From an optimization exercise on the open Yosys and OpenROAD flow, aimed at small area, a short achievable clock period and few clock cycles per item; shortcuts taken in it are not production practice.
Power figures rest on the tool's default switching activity, not on a simulated workload.

==> inputs of v26 <==
==> flow/design.v (excerpt) <==
module proportional_text_layout_top (
	input  logic                            clk,
	input  logic                            arst_n,
	input  logic                            in_valid,
	output logic                            in_ready,
	input  logic                            in_kind,
	input  logic                            in_first_of_text,
	input  logic [7:0]                      in_char_code,
	input  logic [6:0]                      in_width_slot,
	input  logic [7:0]                      in_width_value,
	output logic                            out_valid,
	input  logic                            out_ready,
	output logic [ptl_pkg::COORD_BITS-1:0] out_glyph_x,
	output logic [ptl_pkg::COORD_BITS-1:0] out_glyph_y,
	output logic [ptl_pkg::GIDX_BITS-1:0]  out_glyph_index,
	input  logic                            cfg_we,
	input  logic [2:0]                      cfg_index,
	input  logic [15:0]                     cfg_data
);
  ...
make LEC_CHECK=0 ABC_CLOCK_PERIOD_IN_PS=2500 CAP_MARGIN=20 CORE_MARGIN=2 CORE_UTILIZATION=40 SETUP_SLACK_MARGIN=2.2 SLEW_MARGIN=20 finish   # period 5.0 ns
run.sh (not shown) runs the stock make flow with config.mk's settings and CLKGATE_MAP_FILE= SYNTH_SCRIPT=/design/flow/synth_recipe.tcl, a recipe that flattens the netlist after the stock synthesis.
==> v8: changes against v26 <==
--- a/flow/design.v
+++ b/flow/design.v
@@ -102,25 +102,24 @@
 	end
 	assign in_idx  = in_kind ? in_width_slot : ptl_pkg::glyph_of(in_char_code);
 	assign in_val  = in_kind ? in_width_value : {5'd0, in_first_of_text, in_cls};
 	assign in_keep = !in_kind || (in_width_slot < 7'(ptl_pkg::GLYPH_COUNT));
 	localparam int N = ptl_pkg::GLYPH_COUNT;
-	logic [N*8-1:0] ring_q;
+	logic [7:0]     ring_q [N];
 	logic [GB-1:0]  t_q, t_nx;
 	logic           ring_we;
 	logic [7:0]     rd_w;
 	assign t_nx    = (t_q == GB'(N - 1)) ? '0 : t_q + 1'b1;
 	assign ring_we = s1_v && s1_load && (s1_idx == t_q);
 	always_ff @(posedge clk) begin
-		ring_q <= {ring_we ? s1_val : ring_q[7:0], ring_q[N*8-1:8]};
-	end
-	always_comb begin
-		rd_w = 8'd0;
-		for (int i = 0; i < N; i++) begin
-			if (s1_idx == GB'(i)) rd_w = ring_q[i*8 +: 8];
+		for (int i = 0; i < N - 1; i++) begin
+			ring_q[i] <= ring_q[i+1];
 		end
+		ring_q[N-1] <= ring_we ? s1_val : ring_q[0];
 	end
+	logic [GB-1:0] s1_ridx_n;
+	assign rd_w = ring_q[~s1_ridx_n];
 	function automatic logic [GB-1:0] mod_sub(input logic [GB-1:0] a, input logic [GB-1:0] b);
 		logic [GB:0] d;
 		d = {1'b0, a} - {1'b0, b};
 		mod_sub = d[GB] ? d[GB-1:0] + GB'(N) : d[GB-1:0];
 	endfunction
@@ -128,24 +127,32 @@
 		logic [GB:0] s;
 		s = {1'b0, a} + {1'b0, b};
 		mod_add = (s >= (GB+1)'(N)) ? GB'(s - (GB+1)'(N)) : s[GB-1:0];
 	endfunction
 	logic          src_kind;
-	logic [GB-1:0] src_idx;
 	logic [7:0]    src_val;
 	assign src_kind = sk_v ? sk_load : in_kind;
-	assign src_idx  = sk_v ? sk_idx : in_idx;
 	assign src_val  = sk_v ? sk_val : in_val;
+	logic [GB-1:0] k1_q, k2_q, p30_q, t_nx2;
+	logic          in_range;
+	logic [GB-1:0] in_p, s1_idx_d;
+	assign t_nx2    = (t_nx == GB'(N - 1)) ? '0 : t_nx + 1'b1;
+	assign in_range = !in_char_code[7] && (in_char_code[6:0] >= 7'd33) && (in_char_code[6:0] != 7'd127);
+	assign in_p     = !in_range ? p30_q :
+		(in_char_code[6:0] >= k1_q) ? in_char_code[6:0] - k1_q : in_char_code[6:0] + k2_q;
+	always_ff @(posedge clk) begin
+		k1_q  <= t_nx2 + 7'd33;
+		k2_q  <= 7'd61 - t_nx2;
+		p30_q <= mod_sub(7'd30, t_nx2);
+	end
 	logic          s2_v, s2_ep;
 	logic          s2_gl, s2_sp, s2_nl, s2_tb;   
 	logic [GB-1:0] s2_g;
 	logic [7:0]    s2_wb;      
 	logic [7:0]    s2_d;       
 	logic [9:0]    s2_e1;      
-	logic [9:0]    s2_e2;      
 	logic [9:0]    s2_zc;      
-	logic [CB-1:0] s2_y;
 	logic          zb_q;       
 	logic [CB-1:0] y_q;        
 	logic          ep_q;       
 	logic          s1_first, s1_char;
 	logic [1:0]    s1_cls;
@@ -230,23 +237,26 @@
 		logic [10:0] cs_s, cs_c;
 		cs_s = a ^ b ^ c;
 		cs_c = (a & b) | (a & c) | (b & c);
 		add3 = cs_s + {cs_c[9:0], cin};
 	endfunction
-	logic [10:0] sm_base, nw, n0, u1, u2;
+	logic [10:0] nw, n0, u1;
 	logic [7:0]  sm_red;
 	logic        sm_ok;
-	assign sm_base = zb_q ? {s2_zc[9], s2_zc} : {3'b0, sm_q};
+	logic [10:0] zc_x, n0_s, n0_z, u1_s, u1_z;
+	assign zc_x    = {s2_zc[9], s2_zc};
 	assign nw      = ~{3'b0, s2_wb};
-	assign n0      = add3({3'b0, s2_d}, {3'b0, s2_wb}, ~sm_base, 1'b0);
-	assign u1      = add3(sm_base, {s2_e1[9], s2_e1}, nw, 1'b1);
-	assign u2      = add3(sm_base, {s2_e2[9], s2_e2}, nw, 1'b1);
+	assign n0_s    = add3({3'b0, s2_d}, {3'b0, s2_wb}, ~{3'b0, sm_q}, 1'b0);
+	assign n0_z    = add3({3'b0, s2_d}, {3'b0, s2_wb}, ~zc_x, 1'b0);
+	assign u1_s    = add3({3'b0, sm_q}, {s2_e1[9], s2_e1}, nw, 1'b1);
+	assign u1_z    = add3(zc_x, {s2_e1[9], s2_e1}, nw, 1'b1);
+	assign n0      = zb_q ? n0_z : n0_s;
+	assign u1      = zb_q ? u1_z : u1_s;
 	always_comb begin
 		sm_ok = 1'b1;
 		if (n0[10])       sm_red = ~n0[7:0];
 		else if (!u1[10]) sm_red = u1[7:0];
-		else if (!u2[10]) sm_red = u2[7:0];
 		else begin
 			sm_red = sm_q;
 			sm_ok  = 1'b0;
 		end
 	end
@@ -259,10 +269,20 @@
 	);
 	logic s1_v_nx, s1_load_nx, sk_v_nx, z_nx, div_act_nx;
 	assign sk_v_nx     = s1_free ? 1'b0 : (sk_v || (accept && in_keep));
 	assign s1_v_nx     = s1_free ? (sk_v || (accept && in_keep)) : 1'b1;
 	assign s1_load_nx  = s1_free ? src_kind : s1_load;
+	always_comb begin
+		if (s1_free) begin
+			if (sk_v) s1_idx_d = sk_load ? sk_idx : mod_sub(sk_idx, t_nx);
+			else      s1_idx_d = in_kind ? in_width_slot : in_p;
+		end else if (!s1_load) begin
+			s1_idx_d = (s1_idx == '0) ? GB'(N - 1) : s1_idx - 1'b1;
+		end else begin
+			s1_idx_d = s1_idx;
+		end
+	end
 	assign div_act_nx  = (s2_go && tab_div) || div_busy_q || div_fin_q;
 	always_comb begin
 		z_nx = z_q;
 		if (s2_go) begin
 			if (s2_nl)      z_nx = 1'b1;
@@ -355,15 +375,14 @@
 		end
 	end
 	always_ff @(posedge clk) begin
 		if (s1_free) begin
 			s1_load <= src_kind;
-			s1_idx  <= src_kind ? src_idx : mod_sub(src_idx, t_nx);
 			s1_val  <= src_val;
-		end else if (!s1_load) begin
-			s1_idx <= (s1_idx == '0) ? GB'(N - 1) : s1_idx - 1'b1;
 		end
+		s1_idx    <= s1_idx_d;
+		s1_ridx_n <= ~s1_idx_d;
 		if (!s1_free && !sk_v) begin
 			sk_load <= in_kind;
 			sk_idx  <= in_idx;
 			sk_val  <= in_val;
 		end
@@ -374,22 +393,20 @@
 			s2_tb <= (s1_cls == ptl_pkg::CLS_TAB) && !s1_tab0;
 			s2_g  <= mod_add(s1_idx, t_q);
 			s2_wb <= (s1_cls == ptl_pkg::CLS_GLYPH) ? rd_w : 8'd0;
 			s2_d  <= s1_d;
 			s2_e1 <= {2'b0, tab_q} - {2'b0, s1_d};
-			s2_e2 <= {1'b0, tab_q, 1'b0} - {2'b0, s1_d};
 			s2_zc <= {2'b0, tab_q} - 10'd1 + ((s1_cls == ptl_pkg::CLS_GLYPH) ? {2'b0, s1_d} : 10'd0);
 			s2_ep <= ep_q;
-			s2_y  <= s1_yb;
 		end
 		if (s2_go && s2_tb && !tab_fast) begin
 			div_t_q  <= s2_d;
 			div_ep_q <= s2_ep;
 		end
 		if (s2_go && s2_gl) begin
 			out_x_q   <= zb_q ? CB'(s2_wb[7:1]) : x_ctr;
-			out_y_q   <= s2_y;
+			out_y_q   <= y_q;
 			out_idx_q <= s2_g;
 		end
 	end
 	assign out_valid       = out_valid_q;
 	assign out_glyph_x     = out_x_q;
==> v39: changes against v26 <==
--- a/flow/design.v
+++ b/flow/design.v
@@ -102,25 +102,23 @@
 	end
 	assign in_idx  = in_kind ? in_width_slot : ptl_pkg::glyph_of(in_char_code);
 	assign in_val  = in_kind ? in_width_value : {5'd0, in_first_of_text, in_cls};
 	assign in_keep = !in_kind || (in_width_slot < 7'(ptl_pkg::GLYPH_COUNT));
 	localparam int N = ptl_pkg::GLYPH_COUNT;
-	logic [N*8-1:0] ring_q;
+	logic [7:0]     ring_q [N];
 	logic [GB-1:0]  t_q, t_nx;
 	logic           ring_we;
 	logic [7:0]     rd_w;
 	assign t_nx    = (t_q == GB'(N - 1)) ? '0 : t_q + 1'b1;
 	assign ring_we = s1_v && s1_load && (s1_idx == t_q);
 	always_ff @(posedge clk) begin
-		ring_q <= {ring_we ? s1_val : ring_q[7:0], ring_q[N*8-1:8]};
-	end
-	always_comb begin
-		rd_w = 8'd0;
-		for (int i = 0; i < N; i++) begin
-			if (s1_idx == GB'(i)) rd_w = ring_q[i*8 +: 8];
+		for (int i = 0; i < N - 1; i++) begin
+			ring_q[i] <= ring_q[i+1];
 		end
+		ring_q[N-1] <= ring_we ? s1_val : ring_q[0];
 	end
+	assign rd_w = ring_q[s1_idx];
 	function automatic logic [GB-1:0] mod_sub(input logic [GB-1:0] a, input logic [GB-1:0] b);
 		logic [GB:0] d;
 		d = {1'b0, a} - {1'b0, b};
 		mod_sub = d[GB] ? d[GB-1:0] + GB'(N) : d[GB-1:0];
 	endfunction
@@ -139,13 +137,11 @@
 	logic          s2_gl, s2_sp, s2_nl, s2_tb;   
 	logic [GB-1:0] s2_g;
 	logic [7:0]    s2_wb;      
 	logic [7:0]    s2_d;       
 	logic [9:0]    s2_e1;      
-	logic [9:0]    s2_e2;      
 	logic [9:0]    s2_zc;      
-	logic [CB-1:0] s2_y;
 	logic          zb_q;       
 	logic [CB-1:0] y_q;        
 	logic          ep_q;       
 	logic          s1_first, s1_char;
 	logic [1:0]    s1_cls;
@@ -230,23 +226,21 @@
 		logic [10:0] cs_s, cs_c;
 		cs_s = a ^ b ^ c;
 		cs_c = (a & b) | (a & c) | (b & c);
 		add3 = cs_s + {cs_c[9:0], cin};
 	endfunction
-	logic [10:0] sm_base, nw, n0, u1, u2;
+	logic [10:0] sm_base, nw, n0, u1;
 	logic [7:0]  sm_red;
 	logic        sm_ok;
 	assign sm_base = zb_q ? {s2_zc[9], s2_zc} : {3'b0, sm_q};
 	assign nw      = ~{3'b0, s2_wb};
 	assign n0      = add3({3'b0, s2_d}, {3'b0, s2_wb}, ~sm_base, 1'b0);
 	assign u1      = add3(sm_base, {s2_e1[9], s2_e1}, nw, 1'b1);
-	assign u2      = add3(sm_base, {s2_e2[9], s2_e2}, nw, 1'b1);
 	always_comb begin
 		sm_ok = 1'b1;
 		if (n0[10])       sm_red = ~n0[7:0];
 		else if (!u1[10]) sm_red = u1[7:0];
-		else if (!u2[10]) sm_red = u2[7:0];
 		else begin
 			sm_red = sm_q;
 			sm_ok  = 1'b0;
 		end
 	end
@@ -374,22 +368,20 @@
 			s2_tb <= (s1_cls == ptl_pkg::CLS_TAB) && !s1_tab0;
 			s2_g  <= mod_add(s1_idx, t_q);
 			s2_wb <= (s1_cls == ptl_pkg::CLS_GLYPH) ? rd_w : 8'd0;
 			s2_d  <= s1_d;
 			s2_e1 <= {2'b0, tab_q} - {2'b0, s1_d};
-			s2_e2 <= {1'b0, tab_q, 1'b0} - {2'b0, s1_d};
 			s2_zc <= {2'b0, tab_q} - 10'd1 + ((s1_cls == ptl_pkg::CLS_GLYPH) ? {2'b0, s1_d} : 10'd0);
 			s2_ep <= ep_q;
-			s2_y  <= s1_yb;
 		end
 		if (s2_go && s2_tb && !tab_fast) begin
 			div_t_q  <= s2_d;
 			div_ep_q <= s2_ep;
 		end
 		if (s2_go && s2_gl) begin
 			out_x_q   <= zb_q ? CB'(s2_wb[7:1]) : x_ctr;
-			out_y_q   <= s2_y;
+			out_y_q   <= y_q;
 			out_idx_q <= s2_g;
 		end
 	end
 	assign out_valid       = out_valid_q;
 	assign out_glyph_x     = out_x_q;
SETUP_SLACK_MARGIN = 3.0   (was 2.2)
==> comparison table <==
quantity                                                              v8         v39         v26
Outcome                                 no timing/DRC/antenna violations  no timing/DRC/antenna violations  no timing/DRC/antenna violations
Routed met3 length                                             14,700 um   14,500 um     7170 um
Register-to-register path setup slack                            1.34 ns     1.46 ns     1.21 ns
Flop pwr share                                                     29.5%       46.0%       45.9%
Die width                                                         319 um      305 um      326 um
Register bit count reported by yosys                               1,016         989       1,014
Final cell count without fillers                                   5,333       4,880       5,865
Switching share of total power                                     38.1%       25.1%       25.3%
Transition at the pin with the smallest max-transition slack     1.06 ns     1.23 ns     1.12 ns
Period Utilization, post-route                                     73.3%       76.3%       75.8%
Synthesized-area fraction occupied by and/or/nand/nor cells        10.1%       10.4%       14.0%
Reg area                                                      22,200 um2  21,700 um2  22,400 um2
Well-tap cell count                                                1,287       1,176       1,380
Chip Height                                                       319 um      305 um      326 um
Largest net degree at the start of global routing                     48          44          64
Placed inst area                                              43,000 um2  40,300 um2  45,300 um2
Multiplexer fraction of the synthesized cell area                  4.03%       3.79%       3.24%
Worst Path Arrival                                               4.22 ns     4.26 ns     4.38 ns
Function was not checked in any run of this note: the RTL went through the layout flow alone.

## re-timing with driven ports
No port has a modelled driver above. Below, the same layouts with a new extraction and two added sets of constraints.
Step 1 (the two cells are an assumption about what drives the block):
set clk [get_ports {clk}]
set_driving_cell -lib_cell sky130_fd_sc_hd__clkbuf_16 $clk
set_driving_cell -lib_cell sky130_fd_sc_hd__buf_2 [delete_from_list [all_inputs] $clk]
Step 2, shift: input delay + t, output delay - t, t = (earliest + latest rising clock arrival at the registers) / 2. This alone moves slack from input paths to output paths.
Three values: ideal ports, drivers, drivers and shift; two values: the first two.
| run | t (ns) | slack for setup (ns) | worst setup path at the end | cell pins on the clock port's net |
|---|---|---|---|---|
| v26 | 0.738 | 1.211 / 1.211 / 0.585 | input to register | 1 |
| v8 | 0.745 | 1.335 / 1.335 / 1.335 | register to register | 1 |
| v39 | 0.738 | 1.184 / 1.227 / 0.488 | input to register | 1 |
After both steps every run listed still meets setup and hold. The setup slack of v39, which loses most, moves by +0.043 ns with the drivers and by -0.696 ns with both steps.
